This is an optimization exercise on Yosys and OpenROAD, whose aim is small area, a short achievable clock period and few clock cycles, not a production implementation.
At most, simulation tests tie the RTL to the original design; equivalence was not proved.

==> inputs of run D <==
// lidar_scan_packet_deframer
module lidar_scan_packet_deframer
(
  input  logic        clk,
  input  logic        rst,
  input  logic        s_tvalid,
  output logic        s_tready,
  input  logic [7:0]  s_tdata,
  output logic        m_tvalid,
  input  logic        m_tready,
  output logic [63:0] m_tdata,
  output logic [2:0]  m_tuser,
  output logic        m_tlast,
  input  logic        psel,
  input  logic        penable,
  input  logic        pwrite,
  input  logic [2:0]  paddr,
  input  logic [31:0] pwdata,
  output logic [31:0] prdata,
  output logic        pready
);
Settings: LEC_CHECK=0, ABC_CLOCK_PERIOD_IN_PS=2100, CAP_MARGIN=20, CORE_MARGIN=2, CORE_UTILIZATION=40, SETUP_SLACK_MARGIN=2.15, SLEW_MARGIN=20; clock period 4.5 ns.
run.sh (not shown) runs the stock make flow with config.mk's settings and CLKGATE_MAP_FILE= SYNTH_SCRIPT=/design/flow/synth_recipe.tcl, a recipe that flattens the netlist after the stock synthesis.
==> run E (differences from run D) <==
--- a/flow/design.v
+++ b/flow/design.v
@@ -247,13 +247,18 @@
     end
   end
   logic       smp_go, cm_any, cfull;
   logic [5:0] uc0, uc1, ub, rd_nx, cp_nx;
   assign smp_go = go && st[S_SMP_HI];
   assign cm_any = cm1 || (smp_go && good);
-  assign rd_nx  = ld ? inc40(rd) : rd;
+  logic [5:0] rd_p1;
+  logic       rd_eq_cp, rd1_eq_cp;
+  assign rd_p1     = inc40(rd);
+  assign rd_nx     = ld ? rd_p1 : rd;
+  assign rd_eq_cp  = (rd == cp);
+  assign rd1_eq_cp = (rd_p1 == cp);
   assign cp_nx  = cm_any ? inc40(wp) : cp;
   logic u_inc;
   assign u_inc = (go && err) || (smp_go && !ckerr);
   always_comb begin
     if (st[S_CKERR]) begin
       uc0 = ub + 6'd1;     uc1 = ub;
@@ -273,14 +278,14 @@
       cfull <= 1'b0;
     end else begin
       used  <= ld ? uc1 : uc0;
       full  <= ld ? (u_inc && full) :
                st[S_CKERR] ? (ub == 6'd39) : u_inc ? (used == 6'd39) : full;
       cp    <= cp_nx;
-      nz    <= cm_any || (cfull && !ld) || (rd_nx != cp);
-      cfull <= cm_any ? (cp_nx == rd_nx) : (cfull && !ld);
+      nz    <= cm_any || (ld ? !rd1_eq_cp : (cfull || !rd_eq_cp));
+      cfull <= cm_any ? (ld ? (wp == rd) : (inc40(wp) == rd)) : (cfull && !ld);
       if (cm1) begin
         wp <= inc40(wp);
       end else if (smp_go && ckerr) begin
         wp <= cp;
       end else if (smp_go) begin
         wp <= inc40(wp);
@@ -306,55 +311,57 @@
   logic [5:0]  out_i;
   logic        out_last;
   logic [7:0]  ftally;
   logic        rd_first, rd_smp, rd_last;
   logic [15:0] rd_word;
   assign ld       = nz && (!m_tvalid || m_tready);
-  assign rd_first = !pkt_act && cm_pend && (rd == pp_start);
+  logic pkt_act_nx, cm_pend_nx, at_start_nx;
+  assign pkt_act_nx  = (ld && rd_smp) ? !rd_last : pkt_act;
+  assign cm_pend_nx  = (go && good) || (cm_pend && !(ld && rd_first));
+  assign at_start_nx = (go && good) ? (ld ? rd1_eq_cp : rd_eq_cp)
+                                    : (ld ? (rd_p1 == pp_start) : (rd == pp_start));
   assign rd_smp   = pkt_act || rd_first;
   assign rd_last  = pkt_act ? (r_left == 6'd1) : (p_c == 6'd1);
   logic [9:0] rd_g;
   logic [3:0] rd_s;
-  assign rd[1:0] = {rd_s[2] | rd_s[3], rd_s[1] | rd_s[3]};
-  assign rd[5:2] = {rd_g[8] | rd_g[9],
-                    rd_g[4] | rd_g[5] | rd_g[6] | rd_g[7],
-                    rd_g[2] | rd_g[3] | rd_g[6] | rd_g[7],
-                    rd_g[1] | rd_g[3] | rd_g[5] | rd_g[7] | rd_g[9]};
   logic [15:0] grp_word [0:9];
   always_comb begin
     for (int g = 0; g < 10; g++) begin
       grp_word[g] = '0;
       for (int k = 0; k < 4; k++) grp_word[g] = grp_word[g] | (mem[4*g+k] & {16{rd_s[k]}});
     end
     rd_word = '0;
     for (int g = 0; g < 10; g++) rd_word = rd_word | (grp_word[g] & {16{rd_g[g]}});
   end
   always_ff @(posedge clk) begin
     if (rst) begin
+      rd       <= '0;
       rd_g     <= 10'd1;
       rd_s     <= 4'd1;
       cm_pend  <= 1'b0;
       pkt_act  <= 1'b0;
+      rd_first <= 1'b0;
       m_tvalid <= 1'b0;
       ftally   <= 8'd255;
     end else begin
       if (ld) begin
+        rd       <= rd_p1;
         rd_s     <= {rd_s[2:0], rd_s[3]};
         if (rd_s[3]) rd_g <= {rd_g[8:0], rd_g[9]};
         m_tvalid <= 1'b1;
         if (rd_smp) begin
-          pkt_act <= !rd_last;
+          pkt_act <= pkt_act_nx;
           ftally  <= 8'd0;
         end else if (ftally < 8'd254) begin
           ftally  <= ftally + 8'd1;
         end
       end else if (m_tready) begin
         m_tvalid <= 1'b0;
       end
-      if (go && good) cm_pend <= 1'b1;
-      else if (ld && rd_first) cm_pend <= 1'b0;
+      cm_pend  <= cm_pend_nx;
+      rd_first <= cm_pend_nx && !pkt_act_nx && at_start_nx;
     end
   end
   always_ff @(posedge clk) begin
     if (ld) begin
       if (rd_smp) r_left <= (pkt_act ? r_left : p_c) - 6'd1;
       if (rd_first) begin
Settings changed: ABC_CLOCK_PERIOD_IN_PS 2100 to 2000, CORE_UTILIZATION 40 to 30, CTS_CLUSTER_DIAMETER set to 100, CTS_CLUSTER_SIZE set to 30, SETUP_SLACK_MARGIN 2.15 to 2.3.
==> run P (differences from run D) <==
--- a/flow/design.v
+++ b/flow/design.v
@@ -168,17 +168,18 @@
   logic [2:0]  code;
   logic        last;       
   logic        good;
   logic        ckerr;
   logic [15:0] mem [0:DEPTH-1];
   logic [5:0]  wp, cp, rd;
-  logic [5:0]  used;       
   logic        nz;         
   logic        cm_pend;    
   logic [5:0]  pp_start;   
   logic        ld;         
+  logic        cm_pend_nx;
+  logic        rd_first;   
   assign word  = {h_b, held};
   assign stall = full || (st[S_COUNT] && cm_pend) || st[S_CKERR];
   logic cnt_bad;
   assign cnt_bad = (held[0] && !h_eq1) || !h_cok;
   assign err = (st[S_HDR0] && !h_aa) || (st[S_HDR1] && !h_55) ||
                (st[S_TYPE] && !h_le1) || (st[S_COUNT] && cnt_bad) ||
@@ -218,14 +219,14 @@
       st  <= ST_HUNT;
       rdy <= 1'b1;
     end else begin
       if (st[S_CKERR]) st <= ST_HUNT;
       else if (go) st <= st_nx;
       rdy <= !(((h_v && !go) || accept) &&
-               ((go ? st_nx[S_COUNT] : st[S_COUNT]) && (cm_pend || (go && good)) ||
-                (go && ckerr) || (used >= 6'd38)));
+               ((go ? st_nx[S_COUNT] : st[S_COUNT]) && cm_pend_nx ||
+                (go && ckerr) || full_nx));
     end
   end
   always_ff @(posedge clk) begin
     if (go) begin
       held <= h_b;
       if (st[S_HDR0]) xsum <= XOR_SEED;
@@ -243,59 +244,44 @@
       end
       if (st[S_SA_HI]) p_sa <= word[15:1];
       if (st[S_EA_HI]) p_ea <= word[15:1];
       if (st[S_SMP_LO]) lo_ok <= (h_b == xsum[7:0]);
     end
   end
-  logic       smp_go, cm_any, cfull;
-  logic [5:0] uc0, uc1, ub, rd_nx, cp_nx;
-  assign smp_go = go && st[S_SMP_HI];
-  assign cm_any = cm1 || (smp_go && good);
-  assign rd_nx  = ld ? inc40(rd) : rd;
-  assign cp_nx  = cm_any ? inc40(wp) : cp;
-  logic u_inc;
-  assign u_inc = (go && err) || (smp_go && !ckerr);
-  always_comb begin
-    if (st[S_CKERR]) begin
-      uc0 = ub + 6'd1;     uc1 = ub;
-    end else if (u_inc) begin
-      uc0 = used + 6'd1;   uc1 = used;
-    end else begin
-      uc0 = used;          uc1 = used - 6'd1;
-    end
-  end
+  logic       smp_go, cm_any, adv, cfull;
+  logic [5:0] rd_nx, cp_nx, rd_p1, wp_p1;
+  logic       rd_eq_cp, rd1_eq_cp, wp_eq_rd, wp1_eq_rd;
+  assign smp_go    = go && st[S_SMP_HI];
+  assign cm_any    = cm1 || (smp_go && good);
+  assign adv       = cm1 || (smp_go && !ckerr);    
+  assign rd_p1     = inc40(rd);
+  assign wp_p1     = inc40(wp);
+  assign rd_nx     = ld ? rd_p1 : rd;
+  assign cp_nx     = cm_any ? wp_p1 : cp;
+  assign rd_eq_cp  = (rd == cp);
+  assign rd1_eq_cp = (rd_p1 == cp);
+  assign wp_eq_rd  = (wp == rd);
+  assign wp1_eq_rd = (wp_p1 == rd);
+  logic full_nx;
+  assign full_nx = adv ? (ld ? wp_eq_rd : wp1_eq_rd) : (!(smp_go && ckerr) && full && !ld);
   always_ff @(posedge clk) begin
     if (rst) begin
       wp    <= '0;
       cp    <= '0;
-      used  <= '0;
       full  <= 1'b0;
       nz    <= 1'b0;
       cfull <= 1'b0;
     end else begin
-      used  <= ld ? uc1 : uc0;
-      full  <= ld ? (u_inc && full) :
-               st[S_CKERR] ? (ub == 6'd39) : u_inc ? (used == 6'd39) : full;
+      full  <= full_nx;
       cp    <= cp_nx;
-      nz    <= cm_any || (cfull && !ld) || (rd_nx != cp);
-      cfull <= cm_any ? (cp_nx == rd_nx) : (cfull && !ld);
-      if (cm1) begin
-        wp <= inc40(wp);
-      end else if (smp_go && ckerr) begin
-        wp <= cp;
-      end else if (smp_go) begin
-        wp <= inc40(wp);
-      end
+      nz    <= cm_any || (ld ? !rd1_eq_cp : (cfull || !rd_eq_cp));
+      cfull <= cm_any ? (ld ? wp_eq_rd : wp1_eq_rd) : (cfull && !ld);
+      if (adv) wp <= wp_p1;
+      else if (smp_go && ckerr) wp <= cp;
     end
   end
-  logic [5:0] ub0, ub1;
-  assign ub1 = used - p_c;
-  assign ub0 = ub1 + 6'd1;
-  always_ff @(posedge clk) begin
-    if (smp_go && ckerr) ub <= ld ? ub1 : ub0;
-  end
   always_ff @(posedge clk) begin
     if (!full) mem[wp] <= wdata;
     if (go && good) pp_start <= cp;
   end
   logic        pkt_act;    
   logic [5:0]  r_left;     
@@ -303,58 +289,60 @@
   logic        d_t;
   logic [2:0]  out_code;
   logic [15:0] out_dist;
   logic [5:0]  out_i;
   logic        out_last;
   logic [7:0]  ftally;
-  logic        rd_first, rd_smp, rd_last;
+  logic        rd_smp, rd_last;
   logic [15:0] rd_word;
   assign ld       = nz && (!m_tvalid || m_tready);
-  assign rd_first = !pkt_act && cm_pend && (rd == pp_start);
+  logic pkt_act_nx, at_start_nx;
+  assign pkt_act_nx  = (ld && rd_smp) ? !rd_last : pkt_act;
+  assign cm_pend_nx  = (go && good) || (cm_pend && !(ld && rd_first));
+  assign at_start_nx = (go && good) ? (ld ? rd1_eq_cp : rd_eq_cp)
+                                    : (ld ? (rd_p1 == pp_start) : (rd == pp_start));
   assign rd_smp   = pkt_act || rd_first;
   assign rd_last  = pkt_act ? (r_left == 6'd1) : (p_c == 6'd1);
   logic [9:0] rd_g;
   logic [3:0] rd_s;
-  assign rd[1:0] = {rd_s[2] | rd_s[3], rd_s[1] | rd_s[3]};
-  assign rd[5:2] = {rd_g[8] | rd_g[9],
-                    rd_g[4] | rd_g[5] | rd_g[6] | rd_g[7],
-                    rd_g[2] | rd_g[3] | rd_g[6] | rd_g[7],
-                    rd_g[1] | rd_g[3] | rd_g[5] | rd_g[7] | rd_g[9]};
-  logic [15:0] grp_word [0:9];
+  logic [15:0] sub_word [0:3];
   always_comb begin
-    for (int g = 0; g < 10; g++) begin
-      grp_word[g] = '0;
-      for (int k = 0; k < 4; k++) grp_word[g] = grp_word[g] | (mem[4*g+k] & {16{rd_s[k]}});
+    for (int k = 0; k < 4; k++) begin
+      sub_word[k] = '0;
+      for (int g = 0; g < 10; g++) sub_word[k] = sub_word[k] | (mem[4*g+k] & {16{rd_g[g]}});
     end
     rd_word = '0;
-    for (int g = 0; g < 10; g++) rd_word = rd_word | (grp_word[g] & {16{rd_g[g]}});
+    for (int k = 0; k < 4; k++) rd_word = rd_word | (sub_word[k] & {16{rd_s[k]}});
   end
   always_ff @(posedge clk) begin
     if (rst) begin
+      rd       <= '0;
       rd_g     <= 10'd1;
       rd_s     <= 4'd1;
       cm_pend  <= 1'b0;
       pkt_act  <= 1'b0;
+      rd_first <= 1'b0;
       m_tvalid <= 1'b0;
       ftally   <= 8'd255;
     end else begin
       if (ld) begin
+        rd       <= rd_p1;
         rd_s     <= {rd_s[2:0], rd_s[3]};
         if (rd_s[3]) rd_g <= {rd_g[8:0], rd_g[9]};
         m_tvalid <= 1'b1;
         if (rd_smp) begin
-          pkt_act <= !rd_last;
+          pkt_act <= pkt_act_nx;
           ftally  <= 8'd0;
         end else if (ftally < 8'd254) begin
           ftally  <= ftally + 8'd1;
         end
       end else if (m_tready) begin
         m_tvalid <= 1'b0;
       end
-      if (go && good) cm_pend <= 1'b1;
-      else if (ld && rd_first) cm_pend <= 1'b0;
+      cm_pend  <= cm_pend_nx;
+      rd_first <= cm_pend_nx && !pkt_act_nx && at_start_nx;
     end
   end
   always_ff @(posedge clk) begin
     if (ld) begin
       if (rd_smp) r_left <= (pkt_act ? r_left : p_c) - 6'd1;
       if (rd_first) begin
Settings changed: ABC_CLOCK_PERIOD_IN_PS 2100 to 2000, CORE_UTILIZATION 40 to 30, CTS_CLUSTER_DIAMETER set to 100, CTS_CLUSTER_SIZE set to 30, SETUP_SLACK_MARGIN 2.15 to 2.4.
==> run F (differences from run D) <==
--- a/flow/design.v
+++ b/flow/design.v
@@ -173,12 +173,14 @@
   logic [5:0]  wp, cp, rd;
   logic [5:0]  used;       
   logic        nz;         
   logic        cm_pend;    
   logic [5:0]  pp_start;   
   logic        ld;         
+  logic        cm_pend_nx;
+  logic        rd_first;   
   assign word  = {h_b, held};
   assign stall = full || (st[S_COUNT] && cm_pend) || st[S_CKERR];
   logic cnt_bad;
   assign cnt_bad = (held[0] && !h_eq1) || !h_cok;
   assign err = (st[S_HDR0] && !h_aa) || (st[S_HDR1] && !h_55) ||
                (st[S_TYPE] && !h_le1) || (st[S_COUNT] && cnt_bad) ||
@@ -218,14 +220,14 @@
       st  <= ST_HUNT;
       rdy <= 1'b1;
     end else begin
       if (st[S_CKERR]) st <= ST_HUNT;
       else if (go) st <= st_nx;
       rdy <= !(((h_v && !go) || accept) &&
-               ((go ? st_nx[S_COUNT] : st[S_COUNT]) && (cm_pend || (go && good)) ||
-                (go && ckerr) || (used >= 6'd38)));
+               ((go ? st_nx[S_COUNT] : st[S_COUNT]) && cm_pend_nx ||
+                (go && ckerr) || full_nx));
     end
   end
   always_ff @(posedge clk) begin
     if (go) begin
       held <= h_b;
       if (st[S_HDR0]) xsum <= XOR_SEED;
@@ -247,16 +249,23 @@
     end
   end
   logic       smp_go, cm_any, cfull;
   logic [5:0] uc0, uc1, ub, rd_nx, cp_nx;
   assign smp_go = go && st[S_SMP_HI];
   assign cm_any = cm1 || (smp_go && good);
-  assign rd_nx  = ld ? inc40(rd) : rd;
+  logic [5:0] rd_p1;
+  logic       rd_eq_cp, rd1_eq_cp;
+  assign rd_p1     = inc40(rd);
+  assign rd_nx     = ld ? rd_p1 : rd;
+  assign rd_eq_cp  = (rd == cp);
+  assign rd1_eq_cp = (rd_p1 == cp);
   assign cp_nx  = cm_any ? inc40(wp) : cp;
-  logic u_inc;
-  assign u_inc = (go && err) || (smp_go && !ckerr);
+  logic u_inc, full_nx;
+  assign u_inc   = (go && err) || (smp_go && !ckerr);
+  assign full_nx = ld ? (u_inc && full) :
+                   st[S_CKERR] ? (ub == 6'd39) : u_inc ? (used == 6'd39) : full;
   always_comb begin
     if (st[S_CKERR]) begin
       uc0 = ub + 6'd1;     uc1 = ub;
     end else if (u_inc) begin
       uc0 = used + 6'd1;   uc1 = used;
     end else begin
@@ -270,17 +279,16 @@
       used  <= '0;
       full  <= 1'b0;
       nz    <= 1'b0;
       cfull <= 1'b0;
     end else begin
       used  <= ld ? uc1 : uc0;
-      full  <= ld ? (u_inc && full) :
-               st[S_CKERR] ? (ub == 6'd39) : u_inc ? (used == 6'd39) : full;
+      full  <= full_nx;
       cp    <= cp_nx;
-      nz    <= cm_any || (cfull && !ld) || (rd_nx != cp);
-      cfull <= cm_any ? (cp_nx == rd_nx) : (cfull && !ld);
+      nz    <= cm_any || (ld ? !rd1_eq_cp : (cfull || !rd_eq_cp));
+      cfull <= cm_any ? (ld ? (wp == rd) : (inc40(wp) == rd)) : (cfull && !ld);
       if (cm1) begin
         wp <= inc40(wp);
       end else if (smp_go && ckerr) begin
         wp <= cp;
       end else if (smp_go) begin
         wp <= inc40(wp);
@@ -303,58 +311,60 @@
   logic        d_t;
   logic [2:0]  out_code;
   logic [15:0] out_dist;
   logic [5:0]  out_i;
   logic        out_last;
   logic [7:0]  ftally;
-  logic        rd_first, rd_smp, rd_last;
+  logic        rd_smp, rd_last;
   logic [15:0] rd_word;
   assign ld       = nz && (!m_tvalid || m_tready);
-  assign rd_first = !pkt_act && cm_pend && (rd == pp_start);
+  logic pkt_act_nx, at_start_nx;
+  assign pkt_act_nx  = (ld && rd_smp) ? !rd_last : pkt_act;
+  assign cm_pend_nx  = (go && good) || (cm_pend && !(ld && rd_first));
+  assign at_start_nx = (go && good) ? (ld ? rd1_eq_cp : rd_eq_cp)
+                                    : (ld ? (rd_p1 == pp_start) : (rd == pp_start));
   assign rd_smp   = pkt_act || rd_first;
   assign rd_last  = pkt_act ? (r_left == 6'd1) : (p_c == 6'd1);
   logic [9:0] rd_g;
   logic [3:0] rd_s;
-  assign rd[1:0] = {rd_s[2] | rd_s[3], rd_s[1] | rd_s[3]};
-  assign rd[5:2] = {rd_g[8] | rd_g[9],
-                    rd_g[4] | rd_g[5] | rd_g[6] | rd_g[7],
-                    rd_g[2] | rd_g[3] | rd_g[6] | rd_g[7],
-                    rd_g[1] | rd_g[3] | rd_g[5] | rd_g[7] | rd_g[9]};
-  logic [15:0] grp_word [0:9];
+  logic [15:0] sub_word [0:3];
   always_comb begin
-    for (int g = 0; g < 10; g++) begin
-      grp_word[g] = '0;
-      for (int k = 0; k < 4; k++) grp_word[g] = grp_word[g] | (mem[4*g+k] & {16{rd_s[k]}});
+    for (int k = 0; k < 4; k++) begin
+      sub_word[k] = '0;
+      for (int g = 0; g < 10; g++) sub_word[k] = sub_word[k] | (mem[4*g+k] & {16{rd_g[g]}});
     end
     rd_word = '0;
-    for (int g = 0; g < 10; g++) rd_word = rd_word | (grp_word[g] & {16{rd_g[g]}});
+    for (int k = 0; k < 4; k++) rd_word = rd_word | (sub_word[k] & {16{rd_s[k]}});
   end
   always_ff @(posedge clk) begin
     if (rst) begin
+      rd       <= '0;
       rd_g     <= 10'd1;
       rd_s     <= 4'd1;
       cm_pend  <= 1'b0;
       pkt_act  <= 1'b0;
+      rd_first <= 1'b0;
       m_tvalid <= 1'b0;
       ftally   <= 8'd255;
     end else begin
       if (ld) begin
+        rd       <= rd_p1;
         rd_s     <= {rd_s[2:0], rd_s[3]};
         if (rd_s[3]) rd_g <= {rd_g[8:0], rd_g[9]};
         m_tvalid <= 1'b1;
         if (rd_smp) begin
-          pkt_act <= !rd_last;
+          pkt_act <= pkt_act_nx;
           ftally  <= 8'd0;
         end else if (ftally < 8'd254) begin
           ftally  <= ftally + 8'd1;
         end
       end else if (m_tready) begin
         m_tvalid <= 1'b0;
       end
-      if (go && good) cm_pend <= 1'b1;
-      else if (ld && rd_first) cm_pend <= 1'b0;
+      cm_pend  <= cm_pend_nx;
+      rd_first <= cm_pend_nx && !pkt_act_nx && at_start_nx;
     end
   end
   always_ff @(posedge clk) begin
     if (ld) begin
       if (rd_smp) r_left <= (pkt_act ? r_left : p_c) - 6'd1;
       if (rd_first) begin
Settings changed: ABC_CLOCK_PERIOD_IN_PS 2100 to 2000, CORE_UTILIZATION 40 to 30, CTS_CLUSTER_DIAMETER set to 100, CTS_CLUSTER_SIZE set to 30, GPL_ROUTABILITY_DRIVEN set to 0, SETUP_SLACK_MARGIN 2.15 to 2.3.
==> reports/qor.yml <==
final_cells: 4121
period_needed_ns: 2.17
rows: 125
nFlopsAndLatches: 879
crit_chain: "dlygate4sd2_1"
route.met3.wl_um: 6360
cp_data_required_time_ns: 3.60
yosysSeqAreaShare_pct: 73.1
sh_seq_area_pct: 63.8
fin_skew_ns: 0.0480
synth_area_leaders: "edfxtp_1, a22oi_1, dfxtp_1, nand2_1, xnor2_1"
use_met2_pct: 23.8
status: "finished clean"
(the above is from run E)
==> reports/qor.yml <==
cts_setup_buffers: 63
synth_area_leaders: "edfxtp_1, a22oi_1, dfxtp_1, a221oi_1, a22o_1"
period_needed_ns: 2.14
use_met2_pct: 25.5
route.met3.wl_um: 7120
crit_chain: "buf_12 > nor2b_1 > buf_2"
clock_latency_ns: 0.63
sh_seq_area_pct: 66.1
cp_data_required_time_ns: 3.60
status: "finished clean"
place_ws_ns: 0.866
nFlopsAndLatches: 867
yosysSeqAreaShare_pct: 76.3
fin_skew_ns: 0.0418
rows: 121
(the above is from run P)
==> reports/qor.yml <==
cp_data_required_time_ns: 3.60
period_needed_ns: 2.20
status: "finished clean"
use_met2_pct: 25.4
yosysSeqAreaShare_pct: 74.5
crit_chain: "buf_6"
sh_seq_area_pct: 64.8
final_cells: 3939
(the above is from run F)
==> reports/qor.yml <==
final_common_cell: "edfxtp_1"
status: "finished clean"
final_cells: 3735
use_met2_pct: 33.6
fin_skew_ns: 0.0416
cp_data_required_time_ns: 4.85
yosysSeqAreaShare_pct: 74.1
period_needed_ns: 2.41
crit_chain: "buf_4 > buf_12 > buf_6 > a22oi_1 > nand2_1 > a221oi_2 > nand4_1"
nFlopsAndLatches: 872
(the above is from run D)
Testbench counts of run E, summed over its fixed seeds: cycles 18,726.
Testbench counts of run P, summed over its fixed seeds: cycles 18,635.
Testbench counts of run F, summed over its fixed seeds: cycles 18,635.
Function not checked in run D: the RTL went through the layout flow alone.

[static timing again, ports no longer ideal]
No port has a modelled driver above. Below, the same layouts with a new extraction and two added sets of constraints. Step 1 assumes that a clkbuf_16 drives the clock port and a buf_2 every other input. Step 2 moves the port delays by t, midway between the first and last clock arrival at a register: inputs arrive t later, outputs are due t later. That takes back most of the time a late clock gives input paths. Three values: no drivers, after step 1, after step 2; two values: the first two.
run	t, ns	setup slack, ns	hold WS [ns]	worst register clock-pin slew, ns	worst slew at a driven data input, ns
run D	0.698	2.087 / 2.087 / 1.499	0.455 / 0.455 / 0.455	0.07 / 0.07	0.04
run E	0.680	2.330 / 2.260 / 1.699	0.463 / 0.463 / 0.463	0.12 / 0.12	0.05
run P	0.672	2.359 / 2.269 / 1.725	0.469 / 0.469 / 0.469	0.12 / 0.12	0.13
run F	0.677	2.300 / 2.240 / 1.679	0.461 / 0.461 / 0.461	0.12 / 0.12	0.06
After both steps every run listed still meets setup and hold. The setup slack of run P, which loses most, moves by -0.090 ns with the drivers and by -0.634 ns with both steps.
